This design comes from an exercise in tuning for small area on the open sky130 flow, not from production work.
At most, simulation tests tie the RTL to the original design; equivalence was not proved.

== lane 1 ==
==> flow/design.v (excerpt) <==
module neural_network (
    input  logic        clk,
    input  logic        reset,
    input  logic        changes,
    input  logic [7:0]  data_in,
    output logic [7:0]  network_outputs
);
    nn_pkg::state_t state_reg;
    logic           changes_q_reg;
    logic [31:0]    xn_sr_reg;      
    logic [191:0]   p_sr_reg;
    logic [2:0]     x_cnt_reg;
    logic [4:0]     p_cnt_reg;
    logic           f3_q_reg;
    logic           f1_q_reg;
    logic [8:0]     h_q_reg;
    logic [3:0]     out_reg;
    logic chg_rise, in_p, in_c, shift_x, shift_p;
    assign chg_rise = changes & ~changes_q_reg;
    assign in_p     = (state_reg == nn_pkg::LOAD_P);
    assign in_c     = (state_reg == nn_pkg::COMPUTE);
    assign shift_x  = (state_reg == nn_pkg::LOAD_X) & ~changes;
    assign shift_p  = in_p & ~changes;
    function automatic logic gt_const(input logic [4:0] c, input int k);
        gt_const = 1'b0;
        for (int b = 0; b < 5; b++)
            gt_const = ((k >> b) & 1) ? (c[b] & gt_const) : (c[b] | gt_const);
    endfunction
    logic [23:0] p_ok;
    logic [3:0]  x_ok;
    generate
        for (genvar k = 0; k < 24; k++) begin : g_pok
            assign p_ok[k] = gt_const(p_cnt_reg, k);
        end
        for (genvar k = 0; k < 4; k++) begin : g_xok
            assign x_ok[k] = gt_const({2'b00, x_cnt_reg}, k);
        end
    endgenerate
    function automatic logic [7:0] lane(input int k);
        lane = p_sr_reg[k*8 +: 8];
    endfunction
    logic sa, sb, sc;
    assign sa = in_p & ~changes;
    assign sb = in_p &  changes;
    assign sc = in_c;
    logic [31:0] f_wn;
    logic [7:0]  f_b, f_th;
    logic        f_fire;
    generate
        for (genvar i = 0; i < 4; i++) begin : g_fw
            logic ma, mb, mc;
            assign ma = sa & x_ok[i] & p_ok[17+i];
            assign mb = sb & x_ok[i] & p_ok[6+i];
            assign mc = sc & x_ok[i] & p_ok[12+i];
            assign f_wn[i*8 +: 8] = ~((lane(17+i) & {8{ma}}) | (lane(6+i) & {8{mb}})
                                    | (lane(12+i) & {8{mc}}));
        end
    endgenerate
  ...
For scale: roughly 960 cells after synthesis, about 240 flip-flops, about 19 I/O pins, roughly 13000 µm² of cells after synthesis.
Settings: LEC_CHECK=0, CAP_MARGIN=20, CORE_MARGIN=2, CORE_UTILIZATION=40, CTS_BUF_LIST=sky130_fd_sc_hd__clkbuf_8, CTS_CLUSTER_DIAMETER=60, CTS_CLUSTER_SIZE=16, SLEW_MARGIN=20, SYNTH_HIERARCHICAL=1; clock period 10.0 ns.
run.sh (not shown) runs the stock make flow with config.mk's settings and CLKGATE_MAP_FILE= SYNTH_SCRIPT=/design/flow/synth_recipe.tcl, a recipe that flattens the netlist after the stock synthesis.
Changes in lane 2 relative to lane 1:
Settings: SLEW_MARGIN changed from 20 to 0; CTS_CLUSTER_DIAMETER removed (was 60); CAP_MARGIN changed from 20 to 0; PLACE_DENSITY newly set to 0.7; CTS_BUF_LIST removed (was sky130_fd_sc_hd__clkbuf_8); CTS_CLUSTER_SIZE removed (was 16).
==> flow/flow/run.sh (new file) <==
#!/bin/bash
# Standard ORFS flow (the standard.sh) with some layout options:
#  - timing-driven global placement keeps none of its resizer changes
#  - port buffers of the smallest buffer cell
#  - CTS without dummy loads
set -euo pipefail
bash standard.sh \
  GPL_KEEP_OVERFLOW=0 \
  "BUFFER_PORTS_ARGS=-buffer_cell sky130_fd_sc_hd__buf_1" \
  "CTS_ARGS=-sink_clustering_enable -repair_clock_nets -sink_clustering_size 10 -sink_clustering_max_diameter 40 -buf_list sky130_fd_sc_hd__clkbuf_4 -dont_use_dummy_load" \
  finish > standard.log 2>&1
==> flow/standard.sh (new file) <==
#!/bin/bash
# synth_recipe.tcl (not shown) runs the flow's synth.tcl, then flattens the netlist and writes it again
# the make line also repeats each setting of config.mk as NAME=value (left out here)
make -C /OpenROAD-flow-scripts/flow DESIGN_CONFIG=/design/flow/config.mk WORK_HOME=/design/flow/orfs CLKGATE_MAP_FILE= SYNTH_SCRIPT=/design/flow/synth_recipe.tcl "${@:-finish}"
removed: flow/run.sh
--- outcome ---
- Complete run, failing final checks: lane 2, reason max-slew violations.
- The smallest hold slack reported for lane 2 is smaller than that of lane 1 by 17 ps.
Inputs modified between lane 2 and lane 3:
Settings: changing SLEW_MARGIN from 0 to 10; changing CAP_MARGIN from 0 to 10.
## What came out
- Lane 3: area overhead of the layout relative to synthesis higher than lane 2
- Lane 3: done, clean on timing, DRC and antenna
- In lane 3, routing usage on met3 is lower than in lane 2.
- Critical path depth, lane 3 and lane 2: smaller value in lane 2
- On number of max-cap violations, lane 3 and lane 2 are neck and neck.
- Final critical-path share of the clock period is lower on lane 3
- Maximum frequency, lane 3 vs lane 2: up by a few percent
- Comparing lane 3 and lane 2, the lower number of cells in the design after placement is on lane 2.
Relative to lane 3, the following input files were edited for lane 4:
Settings: changing SLEW_MARGIN from 10 to 20; changing CAP_MARGIN from 10 to 20.
==> flow/flow/run.sh <==
#!/bin/bash
# Standard ORFS flow (the standard.sh) with two layout options:
#  - port buffers of the smallest buffer cell
#  - CTS without dummy loads
set -euo pipefail
bash standard.sh \
  "BUFFER_PORTS_ARGS=-buffer_cell sky130_fd_sc_hd__buf_1" \
  "CTS_ARGS=-sink_clustering_enable -repair_clock_nets -sink_clustering_size 10 -sink_clustering_max_diameter 40 -buf_list sky130_fd_sc_hd__clkbuf_4 -dont_use_dummy_load" \
  finish > standard.log 2>&1
Results
Measured against each other, lane 3 and lane 4 differ in number of gates on the worst path with buffers counted, the lower figure coming from lane 3. Summary of lane 4 over lane 3: global-route wire length before repair shows an increase of about 1.6%; via count shows no meaningful change.
Input changes introduced in lane 5 (baseline for comparison: lane 4):
Settings: putting CTS_CLUSTER_DIAMETER at 60 where nothing was set; clearing PLACE_DENSITY, which used to be 0.7; putting CTS_BUF_LIST at sky130_fd_sc_hd__clkbuf_8 where nothing was set; putting CTS_CLUSTER_SIZE at 16 where nothing was set.
==> flow/flow/run.sh <==
#!/bin/bash
# Standard ORFS flow (the standard.sh) with some layout options:
#  - port buffers of the smallest buffer cell
#  - CTS of clkbuf_4 without dummy loads
#  - no big buffers (buf_4 and up) for repair: the platform's don't-use list
#    plus those
set -euo pipefail
DU="sky130_fd_sc_hd__probe_p_8 sky130_fd_sc_hd__probec_p_8 sky130_fd_sc_hd__lpflow_bleeder_1 sky130_fd_sc_hd__lpflow_clkbufkapwr_1 sky130_fd_sc_hd__lpflow_clkbufkapwr_16 sky130_fd_sc_hd__lpflow_clkbufkapwr_2 sky130_fd_sc_hd__lpflow_clkbufkapwr_4 sky130_fd_sc_hd__lpflow_clkbufkapwr_8 sky130_fd_sc_hd__lpflow_clkinvkapwr_1 sky130_fd_sc_hd__lpflow_clkinvkapwr_16 sky130_fd_sc_hd__lpflow_clkinvkapwr_2 sky130_fd_sc_hd__lpflow_clkinvkapwr_4 sky130_fd_sc_hd__lpflow_clkinvkapwr_8 sky130_fd_sc_hd__lpflow_decapkapwr_12 sky130_fd_sc_hd__lpflow_decapkapwr_3 sky130_fd_sc_hd__lpflow_decapkapwr_4 sky130_fd_sc_hd__lpflow_decapkapwr_6 sky130_fd_sc_hd__lpflow_decapkapwr_8 sky130_fd_sc_hd__lpflow_inputiso0n_1 sky130_fd_sc_hd__lpflow_inputiso0p_1 sky130_fd_sc_hd__lpflow_inputiso1n_1 sky130_fd_sc_hd__lpflow_inputiso1p_1 sky130_fd_sc_hd__lpflow_inputisolatch_1 sky130_fd_sc_hd__lpflow_isobufsrc_1 sky130_fd_sc_hd__lpflow_isobufsrc_16 sky130_fd_sc_hd__lpflow_isobufsrc_2 sky130_fd_sc_hd__lpflow_isobufsrc_4 sky130_fd_sc_hd__lpflow_isobufsrc_8 sky130_fd_sc_hd__lpflow_isobufsrckapwr_16 sky130_fd_sc_hd__lpflow_lsbuf_lh_hl_isowell_tap_1 sky130_fd_sc_hd__lpflow_lsbuf_lh_hl_isowell_tap_2 sky130_fd_sc_hd__lpflow_lsbuf_lh_hl_isowell_tap_4 sky130_fd_sc_hd__lpflow_lsbuf_lh_isowell_4 sky130_fd_sc_hd__lpflow_lsbuf_lh_isowell_tap_1 sky130_fd_sc_hd__lpflow_lsbuf_lh_isowell_tap_2 sky130_fd_sc_hd__lpflow_lsbuf_lh_isowell_tap_4 sky130_fd_sc_hd__fill_1 sky130_fd_sc_hd__fill_2 sky130_fd_sc_hd__fill_4 sky130_fd_sc_hd__fill_8  sky130_fd_sc_hd__buf_4 sky130_fd_sc_hd__buf_6 sky130_fd_sc_hd__buf_8 sky130_fd_sc_hd__buf_12 sky130_fd_sc_hd__buf_16"
bash standard.sh \
  "DONT_USE_CELLS=$DU" \
  "BUFFER_PORTS_ARGS=-buffer_cell sky130_fd_sc_hd__buf_1" \
  "CTS_ARGS=-sink_clustering_enable -repair_clock_nets -sink_clustering_size 10 -sink_clustering_max_diameter 40 -buf_list sky130_fd_sc_hd__clkbuf_4 -dont_use_dummy_load" \
  finish > standard.log 2>&1
## What came out
For lane 5, the flow was terminated by a tool error in synthesis and produced no final design.


Starting RTL as in the previous note.
export LEC_CHECK = 0
export CAP_MARGIN = 10
export CORE_MARGIN = 2
export CORE_UTILIZATION = 40
export PLACE_DENSITY = 0.55
export SLEW_MARGIN = 10
export SYNTH_HIERARCHICAL = 1
create_clock -name core_clock -period 10.0 [get_ports {clk}]
standard.sh (not shown) runs the stock make flow with config.mk's settings and CLKGATE_MAP_FILE= SYNTH_SCRIPT=/design/flow/synth_recipe.tcl, a recipe that flattens the netlist after the stock synthesis.
==> flow/flow/run.sh <==
#!/bin/bash
# Standard ORFS flow (the standard.sh) with some layout options:
#  - timing-driven global placement keeps none of its resizer changes
#  - port buffers of the smallest buffer cell
#  - CTS without dummy loads
set -euo pipefail
bash standard.sh \
  GPL_KEEP_OVERFLOW=0 \
  "BUFFER_PORTS_ARGS=-buffer_cell sky130_fd_sc_hd__buf_1" \
  "CTS_ARGS=-sink_clustering_enable -repair_clock_nets -sink_clustering_size 10 -sink_clustering_max_diameter 40 -buf_list sky130_fd_sc_hd__clkbuf_4 -dont_use_dummy_load" \
  finish > standard.log 2>&1
The baseline completed without violations.
Then changed:
--- a/flow/flow/run.sh
+++ b/flow/flow/run.sh
@@ -2,2 +2 @@
-# Standard ORFS flow (the standard.sh) with some layout options:
-#  - timing-driven global placement keeps none of its resizer changes
+# Standard ORFS flow (the standard.sh) with two layout options:
@@ -8 +6,0 @@
-  GPL_KEEP_OVERFLOW=0 \
CAP_MARGIN = 20   (was 10)
CORE_UTILIZATION = 60   (was 40)
CTS_BUF_LIST = sky130_fd_sc_hd__clkbuf_8   (was unset)
CTS_CLUSTER_DIAMETER = 60   (was unset)
CTS_CLUSTER_SIZE = 16   (was unset)
PLACE_DENSITY = unset   (was 0.55)
SLEW_MARGIN = 20   (was 10)
Fmax came out higher by 8.6%.
Global-route usage came out higher by 11 points.
Routed wire length came out higher by 0.45%.
Then changed:
CORE_UTILIZATION = 40   (was 60)
CTS_BUF_LIST = unset   (was sky130_fd_sc_hd__clkbuf_8)
CTS_CLUSTER_DIAMETER = unset   (was 60)
CTS_CLUSTER_SIZE = unset   (was 16)
GPL_ROUTABILITY_DRIVEN = 0   (was unset)
The changed run finished with timing, DRC and antenna clean.
Setup slack improved by 0.18 ns.
Flip-flop and latch count stays the same.
Wire length fell by 3.7%.
Via count decreases by 2.6%.
Count of clock-buffer cells in the layout came out higher by 1.
Sequential share of layout area went down by 0.69 points.
Maximum frequency grows by 2.1%.
Cell area grows by 1.4%.


Setup of xenon:
neural_network, a different RTL version from the one above (not shown whole).
Size: ~990 cells after synthesis, roughly 240 flip-flops, about 19 I/O pins, roughly 0.014 mm2 of cells after synthesis.
export LEC_CHECK = 0
export CAP_MARGIN = 20
export CORE_MARGIN = 2
export CORE_UTILIZATION = 40
export CTS_BUF_LIST = sky130_fd_sc_hd__clkbuf_8
export CTS_CLUSTER_DIAMETER = 60
export CTS_CLUSTER_SIZE = 16
export SLEW_MARGIN = 20
export SYNTH_HIERARCHICAL = 1
create_clock -name core_clock -period 10.0 [get_ports {clk}]
run.sh (not shown) runs the stock make flow with config.mk's settings and CLKGATE_MAP_FILE= SYNTH_SCRIPT=/design/flow/synth_recipe.tcl, a recipe that flattens the netlist after the stock synthesis.
Stock flow here: none of the scripts above is used.
xenon did not stop at any stage, and its layout met the timing, design-rule and antenna checks.
#### Input delta (sierra over xenon)
Settings: putting GPL_TIMING_DRIVEN at 0 where nothing was set.
Findings:
Changes observed in sierra relative to xenon: fmax went down by 9.0%; met1 routing resource usage after global routing went down.
Looking at critical-path cell with the highest stage delay, the sky130_fd_sc_hd__a211oi_2 result is from xenon; the sky130_fd_sc_hd__clkdlybuf4s50_1 one comes from sierra.
Compared sierra against xenon; number of global-route vias before repair within noise.
Required time at the endpoint of the critical path in sierra vs xenon: down 0.03 ns


Another version of the RTL of neural_network (not shown whole).
For scale: roughly 990 cells after synthesis, about 19 I/O pins, roughly 0.013 mm2 of cells after synthesis.
export LEC_CHECK = 0
export CAP_MARGIN = 20
export CORE_MARGIN = 2
export CORE_UTILIZATION = 40
export PLACE_DENSITY = 0.7
export SLEW_MARGIN = 20
export SYNTH_HIERARCHICAL = 1
create_clock -name core_clock -period 10.0 [get_ports {clk}]
standard.sh (not shown) runs the stock make flow with config.mk's settings and CLKGATE_MAP_FILE= SYNTH_SCRIPT=/design/flow/synth_recipe.tcl, a recipe that flattens the netlist after the stock synthesis.
==> flow/flow/run.sh <==
#!/bin/bash
# Standard ORFS flow (the standard.sh) with two layout options:
#  - port buffers of the smallest buffer cell
#  - CTS without dummy loads
set -euo pipefail
bash standard.sh \
  "BUFFER_PORTS_ARGS=-buffer_cell sky130_fd_sc_hd__buf_1" \
  "CTS_ARGS=-sink_clustering_enable -repair_clock_nets -sink_clustering_size 10 -sink_clustering_max_diameter 40 -buf_list sky130_fd_sc_hd__clkbuf_4 -dont_use_dummy_load" \
  finish > standard.log 2>&1
Next try:
--- a/flow/flow/run.sh
+++ b/flow/flow/run.sh
@@ -1,3 +1,4 @@
 #!/bin/bash
-# Standard ORFS flow (the standard.sh) with two layout options:
+# Standard ORFS flow (the standard.sh) with some layout options:
+#  - timing-driven global placement keeps none of its resizer changes
 #  - port buffers of the smallest buffer cell
@@ -6,2 +7,3 @@
 bash standard.sh \
+  GPL_KEEP_OVERFLOW=0 \
   "BUFFER_PORTS_ARGS=-buffer_cell sky130_fd_sc_hd__buf_1" \
- CAP_MARGIN: 20 -> 10
- SLEW_MARGIN: 20 -> 10
Hold slack is better by 0.0057 ns.
Worst setup slack is worse by 0.68 ns.
No functional check of the RTL was part of any run of this note.

-- afterwards: timing with drivers on the ports --
The results above use ideal ports. As a check the final layouts listed here were re-extracted and re-timed, cells and wires unchanged.
Step 1 assumes that a clkbuf_16 drives the clock port and a buf_2 every other input.
Step 2 also shifts input and output timing later by t, the mid clock arrival at the registers, as if the neighbouring blocks saw the same clock.
Slacks: ideal / step 1 / step 2; pairs: ideal / step 1.
run | t, ns | slack for setup (ns) | worst data-port slew with drivers (ns) | pins driven straight from the clock port
lane 1 | 0.597 | 1.097 / 1.116 / 0.519 | 0.03 | 1
lane 2 | 0.700 | 0.683 / 0.710 / 0.010 | 0.05 | 1
lane 3 | 0.700 | 0.910 / 0.935 / 0.236 | 0.05 | 1
lane 4 | 0.711 | 1.352 / 1.374 / 0.663 | 0.05 | 1
the first run of note 2 | 0.631 | 0.474 / 0.489 / -0.142 | 0.04 | 1
the second run of note 2 | 0.627 | 1.227 / 1.248 / 0.621 | 0.03 | 1
the third run of note 2 | 0.645 | 1.404 / 1.426 / 0.781 | 0.04 | 1
xenon | 0.603 | 1.132 / 1.155 / 0.553 | 0.05 | 1
sierra | 0.591 | 0.260 / 0.282 / -0.309 | 0.05 | 1
the first run of note 4 | 0.637 | 1.393 / 1.411 / 0.774 | 0.03 | 1
the second run of note 4 | 0.643 | 0.709 / 0.730 / 0.087 | 0.03 | 1
Met with ideal ports but missed after step 2: setup timing in the first run of note 2 and sierra. The setup slack of lane 4, which loses most, moves by +0.022 ns with the drivers and by -0.689 ns with both steps.
